Background: an optimization exercise with open tools, aiming at small area, a short achievable clock period and few clock cycles per item. Do not read the settings as production practice. The RTL was checked by simulation tests, not by an equivalence proof against the original design.

==> flow/design.v (outline; a module is shown in full before it is edited, if it fits) <==
// module gbk_seq: 210 lines
// module gbk_sq: 376 lines
// module gbk_acc: 104 lines
// module gbk_mac: 582 lines
// module gbk_benc: 17 lines
// module gbk_fa: 10 lines
// module gbk_ha: 9 lines
// module gbk_exp_rom: 269 lines
// module gaussian_rbf_kernel_core: 138 lines
module gaussian_rbf_kernel_core (
    input  wire logic                          clk,
    input  wire logic                          rst_n,
    input  wire logic                          pair_valid,
    output logic                               pair_ready,
    input  wire logic [gbk_pkg::COORD_W-1:0]   pair_coord_a,
    input  wire logic [gbk_pkg::COORD_W-1:0]   pair_coord_b,
    input  wire logic                          pair_last,
    output logic                               result_valid,
    input  wire logic                          result_ready,
    output logic      [gbk_pkg::KERNEL_W-1:0]  result_kernel_value,
    output logic      [gbk_pkg::DIST_W-1:0]    result_sq_distance,
    input  wire logic                          cfg_valid,
    output logic                               cfg_ready,
    input  wire logic [gbk_pkg::INV_W-1:0]     cfg_inv_bandwidth
);
  // ...
==> flow/run.sh <==
#!/bin/bash
# synth_recipe.tcl (not shown) runs the flow's synth.tcl, then flattens the netlist and writes it again
# the make line also repeats each setting of config.mk as NAME=value (left out here)
make -C /OpenROAD-flow-scripts/flow DESIGN_CONFIG=/design/flow/config.mk WORK_HOME=/design/flow/orfs CLKGATE_MAP_FILE= SYNTH_SCRIPT=/design/flow/synth_recipe.tcl finish
==> flow/config.mk <==
export PLATFORM = sky130hd
export DESIGN_NAME = gaussian_rbf_kernel_core
export DESIGN_NICKNAME = gaussian_rbf_kernel_core
export VERILOG_FILES = /design/flow/design.v
export SDC_FILE = /design/flow/constraint.sdc
export NUM_CORES = 4
export LEC_CHECK = 0
export CAP_MARGIN = 20
export CORE_MARGIN = 2
export CORE_UTILIZATION = 40
export SETUP_SLACK_MARGIN = 5
export SLEW_MARGIN = 20
export SYNTH_HIERARCHICAL = 1
export SYNTH_MEMORY_MAX_BITS = 16384
==> flow/constraint.sdc <==
create_clock -name core_clock -period 11.0 [get_ports {clk}]
set_input_delay 2.2000 -clock core_clock [delete_from_list [all_inputs] [get_ports {clk}]]
set_output_delay 2.2000 -clock core_clock [all_outputs]
set_load 0.01 [all_outputs]
==> metrics.sh, run 1 <==
SYNTHDOMINANTAREACELLTYPE='sky130_fd_sc_hd__edfxtp_1'
SETUP_VIOL=0
TOTALNEGATIVESETUPSLACK_PS=0
SYNTH_LARGEST_TYPE_AREA_FRACTION_PCT=22.2
FINALCRITPERIODSHARE_PCT=52.6
FINAL_CELLS=6487
TOP_LEVEL_PORTS=124
YS_WARN_COUNT=14
HOLD-PATH-ENDPOINT='s1_last$_DFFE_PP_'
SH_SEQ_AREA_PCT=25.2
PORT_BUFFERS=122
GRT_MOST_USED_LAYER='met2'
MULTI_INPUT_AREA_UM2=31200
GRT_SETUP_UNREPAIRED='true'
R2R-START='u_seq.a_reg[12]$_DFFE_PP_'
GROUTE.LAYER.MET1.USAGE_PCT=46.9
WIRELENGTH_MET1_MM=86.9
ROUTE.DETAILED.VIAS_PER_INST=6.69
NUM-FILL-CELLS=11400
MAXIMUM_NUMBER_OF_PINS_ON_ONE_NET_BEFORE_GLOBAL_ROUTE_REPAIR=155
NUMBER_OF_SYNTHESIZED_FLOPS_WITH_AN_ENABLE_PIN=346
DETAILED_ROUTED_WIRE_LENGTH_ON_MET3_MM=27.6
GRT_USE_TOTAL_PCT=34.6
LAYOUT_SETUP_WS_PS=5210
OUTCOME='finished clean'
ASYNC_RESET_FF_SHARE_PCT=7.95
CELL_BY_CELL_LISTING_OF_THE_CRITICAL_PATH='a22oi_1, xnor2_1, fa_1, fa_1, fa_1, fa_1, ha_1, a21oi_1, o21bai_1, a21o_1, a311oi_2, o21ai_1, a21oi_1, xnor2_1, nor2_1, a21oi_1'
WORST-ENDPOINT-REQUIRED_PS=11550
Testbench counts, summed over its fixed seeds: cycles 7,937, items 512.
==> inputs of run 2 (changes only) <==
--- a/flow/config.mk
+++ b/flow/config.mk
@@ -8,7 +8,6 @@
 export CAP_MARGIN = 20
 export CORE_MARGIN = 2
 export CORE_UTILIZATION = 40
-export SETUP_SLACK_MARGIN = 5
 export SLEW_MARGIN = 20
 export SYNTH_HIERARCHICAL = 1
 export SYNTH_MEMORY_MAX_BITS = 16384
==> run 2 against run 1 <==
- area after synthesis unchanged
- worst setup slack worse by 380 ps
- clock skew down 4.1 ps
- still clean
- utilization down 0.14 points
- synthesized cell count unchanged
- routed wire length about the same
- critical path depth unchanged
- highest routed layer unchanged
- cell count down 0.25%
==> metrics.sh, run 2 <==
MAXIMUM_NUMBER_OF_PINS_ON_ONE_NET_BEFORE_GLOBAL_ROUTE_REPAIR=155  # unchanged
POST_DR_WIRELENGTH_CELL_UM=32.8
ROUTED_ANTENNA_NETS=0
YS_TOP_CELLS_BY_AREA='sky130_fd_sc_hd__edfxtp_1, sky130_fd_sc_hd__fa_1, sky130_fd_sc_hd__ha_1'
DPL-INSTANCE-AREA_UM2=48500
YS_FF_LATCH=453
CRITICAL_PATH.STARTPOINT_TYPE='register'
DR.PASS1.ITERS=8
GRT_FIRST_PASS_WIRELENGTH_MM=304
CP-STARTPOINT='u_seq.b_one[3]$_DFF_P_'
VIA_COUNT=43300
POST_ROUTE_CELLS_DRIVE_ABOVE_1_SHARE_PCT=10.6
MAX_FREQ_MHz=162
FINALCRITPERIODSHARE_PCT=56.1  # +3.4 points
SYNTHADDERAREAFRAC_PCT=18.4
END_KIND='register'
POST_CTS_SETUP_DRIVEN_BUFFER_INSERTION_COUNT=0
TOTALNEGATIVESETUPSLACK_PS=0  # unchanged
DETAIL_ROUTE.ITER0.VIOLATIONS=6676
ANTENNA_FOUND_INITIAL=23
PATH_MAX_FANOUT=18
LARGEST_REGISTERS='acc x42, buf_d x42, u_seq.rd x42'
NETLIST_AREA_UM2=46900
OUTCOME='finished clean'
MIN_FROM='s0_last$_DFFE_PP_'
PLACEMENT.SETUP.WORST_SLACK_PS=4970
SYNTH-COMPOUND-AREA-SHARE_PCT=22.6
AREA_DELTA_SYNTH_FINAL_PCT=7.56
SYNTHMUXAREASHARE_PCT=1.35
YS_WARN_COUNT=14  # unchanged
SYNTHFLOPTYPE='sky130_fd_sc_hd__edfxtp_1'
WORST-ENDPOINT-ARRIVAL_PS=6670
ASYNC_RESET_FF_SHARE_PCT=7.95  # unchanged
DRC_VIOLATION_COUNT_AFTER_ROUTING=0
PLACE.GP.CONGESTION=1.10
FINALWORSTPATHREQUIREDPERIOD_PS=6170
YOSYS.CELL_TYPES.COUNT=141
SYNTH.AVG_CELL_AREA_UM2=9.22
MULTI_INPUT_AREA_UM2=31200  # about the same
PLACED_CELLS_INCL_TAPS=6366
DIE_H_UM=346
TRITONCTS='yes'
CTS_RESIZED=0
SYNTH_MOST_COMMON_CELL='sky130_fd_sc_hd__nand2_1'
CLOCK_SKEW_AFTER_LAYOUT_PS=31.6
SEQUENTIAL_TO_TOTAL_AREA_SHARE_FROM_YOSYS_STAT_PCT=27.1
NUMBER_OF_SYNTHESIZED_FLOPS_WITH_AN_ENABLE_PIN=346  # unchanged
SYNTH.CELLS.MOST_FREQUENT='sky130_fd_sc_hd__nand2_1, sky130_fd_sc_hd__edfxtp_1, sky130_fd_sc_hd__a21oi_1, sky130_fd_sc_hd__fa_1, sky130_fd_sc_hd__nor2_1'
FIRST_GLOBAL_VIAS=41800
NUMBER_OF_STANDARD_CELL_ROWS_IN_THE_FLOORPLAN=125
SEQCELLAREA_UM2=12700
CRITPATHKIND='register to register'
GRT_SETUP_UNREPAIRED='false'
DP.FINAL_HPWL_MM=154
REPORT.FINAL.SLEW_VIOL_COUNT=0
SYNTH_LARGEST_TYPE_AREA_FRACTION_PCT=22.2  # unchanged
GRT-OVFL-TOTAL=0
WORSTHOLDPATHTYPE='register to register'
INITIAL_CORE_UTIL_PCT=40.3
FLOORPLAN.DIE.WIDTH_UM=346
WORST-ENDPOINT-REQUIRED_PS=11500  # -50 ps
SYNTH_XOR_XNOR_AREA_SHARE_PCT=6.29
CTS.PATH.MAX_BUFFERS=3
WORSTSKEWPAIRLATENCY_PS=630
FIN_AREA_UM2=50400
FINAL_NETS=5472
NUMCLOCKSINKS=453
MAX_SLEW.WORST_PIN.SLEW_PS=1350
CORE_AREA_UM2=116000
POSTCTSHOLDBUFS=0
DESIGN.DIE.AREA_UM2=120000
SYNTH_CELLS=5083
NUM-FILL-CELLS=11400  # +0.088%
FINAL_CELL_MIX='sky130_fd_sc_hd__nand2_1, sky130_fd_sc_hd__edfxtp_1, sky130_fd_sc_hd__a21oi_1'
FINAL_COMMON_CELL='sky130_fd_sc_hd__nand2_1'
CTS_BUFFERS=52
CTS-ROOT-BUF='sky130_fd_sc_hd__clkbuf_16'
YOSYS.AREA_SHARE.SIMPLE_PCT=17.8
SLEW_HEADROOM_PCT=9.45
WHS_PS=425
CTS-HTREE-LEVELS=2
ROUTE.DETAILED.VIAS_PER_INST=6.69  # about the same
TOP_LEVEL_PORTS=124  # unchanged
CLKSLEWWORSTSETUPHOLDPATHS_PS=70
R2R-START='u_seq.b_one[3]$_DFF_P_'
MAIN_COMBINATIONAL_CELL_FAMILY_BY_AREA_AFTER_SYNTHESIS='compound AO/OA/AOI/OAI gates'
MAXCAPVIOLATIONS=0
FINAL_CELLS=6471  # -0.25%
SETUP_VIOL=0  # unchanged
GRT_USE_TOTAL_PCT=34.6  # about the same
DRT_WL_TOTAL_MM=212
LAYOUT_SETUP_WS_PS=4830  # -379 ps
FINAL_HOLD_VIOS=0
PORT_BUFFERS=122  # unchanged
SYNTHDOMINANTAREACELLTYPE='sky130_fd_sc_hd__edfxtp_1'
==> run 2: kinds of logic after synthesis <==
group | Yosys count
buf+inv | 609
xor+xnor | 332
simple gates | 1603
compound gates | 1518
other cells | 3
flops | 453
fa+ha+maj | 512
mux | 53
==> run 2: final timing paths <==
check	depth (start not counted)	slack [ps]	to
min in group asynchronous	1	1720	s0_v$_DFFE_PN0P_
max	16	4830	u_seq.p_reg[40]$_DFF_P_
min reg2reg	0	430	s1_last$_DFFE_PP_
min	0	430	s1_last$_DFFE_PP_
max in group asynchronous	1	8560	pr$_DFF_PN0_
max reg2reg	16	4830	u_seq.p_reg[40]$_DFF_P_
==> run 2: area by class of cell <==
type | instances | area share [%]
multi-input combinational | 4027 | 62.0
sequential | 453 | 25.3
timing repair buffer | 245 | 4.37
tap | 1524 | 3.78
clock buffer | 63 | 2.93
inverter | 119 | 0.886
clock inverter | 35 | 0.752
antenna | 5 | 0.0248
==> run 2: per-layer routing <==
metal / GRT usage (%) / wire, um
met5: 0 / 118
met4: 15.2 / 11500
met3: 12.8 / 27400
met2: 49.0 / 86400
met1: 46.9 / 87100
==> run 2: per-stage QoR <==
stage | utilization [%]
floorplan | -
global placement | 41.7
detailed placement | 41.7
CTS | 43.3
global route | 43.4
finish | 43.4
==> run 2: worst max-delay path: stages, from the launching register on <==
cell                       delay [ps]
sky130_fd_sc_hd__dfxtp_1          620
sky130_fd_sc_hd__buf_4            350
sky130_fd_sc_hd__a22oi_1          140
sky130_fd_sc_hd__xnor2_1          190
sky130_fd_sc_hd__fa_1             610
sky130_fd_sc_hd__fa_1             450
sky130_fd_sc_hd__fa_1             530
sky130_fd_sc_hd__fa_1             560
sky130_fd_sc_hd__ha_1             450
sky130_fd_sc_hd__nand4_1          240
sky130_fd_sc_hd__nor2_1           230
sky130_fd_sc_hd__nand2_1           80
sky130_fd_sc_hd__o41ai_1          900
sky130_fd_sc_hd__o211ai_1         250
sky130_fd_sc_hd__nand3_1          210
sky130_fd_sc_hd__a221oi_2          80
sky130_fd_sc_hd__xor2_1           150
==> run 2: modules after synthesis, one instance, submodules excluded <==
| module | times used | cell area, um^2 | flops+latches |
|---|---|---|---|
| gbk_exp_rom | 1 | 9170 | 0 |
| gaussian_rbf_kernel_core | 1 | 8750 | 231 |
| gbk_ha | 47 | 12.5 | 0 |
| gbk_mac | 1 | 5750 | 0 |
| gbk_seq | 1 | 12800 | 222 |
| gbk_benc | 1 | 218 | 0 |
| gbk_sq | 1 | 1590 | 0 |
| gbk_fa | 290 | 20.0 | 0 |
| gbk_acc | 1 | 2160 | 0 |

## afterwards: timing with drivers on the ports
The flow's constraints put no driver on any port. The routed layouts listed below were extracted and timed again, unchanged, in two steps.
Step 1: set_driving_cell puts a clkbuf_16 on clk and a buf_2 on each other input, an assumption about the parent block.
Step 2, shift: input delay + t, output delay - t, t = (earliest + latest rising clock arrival at the registers) / 2. This alone moves slack from input paths to output paths.
a / b / c = ideal ports / drivers / drivers and shift; a / b = the first two.
run	t (ns)	setup WS [ns]	latest minus earliest clock arrival (ns)
run 1	0.690	5.213 / 5.213 / 5.213	0.042 / 0.042
run 2	0.692	4.834 / 4.834 / 4.834	0.038 / 0.038
After both steps every run listed still meets setup and hold.
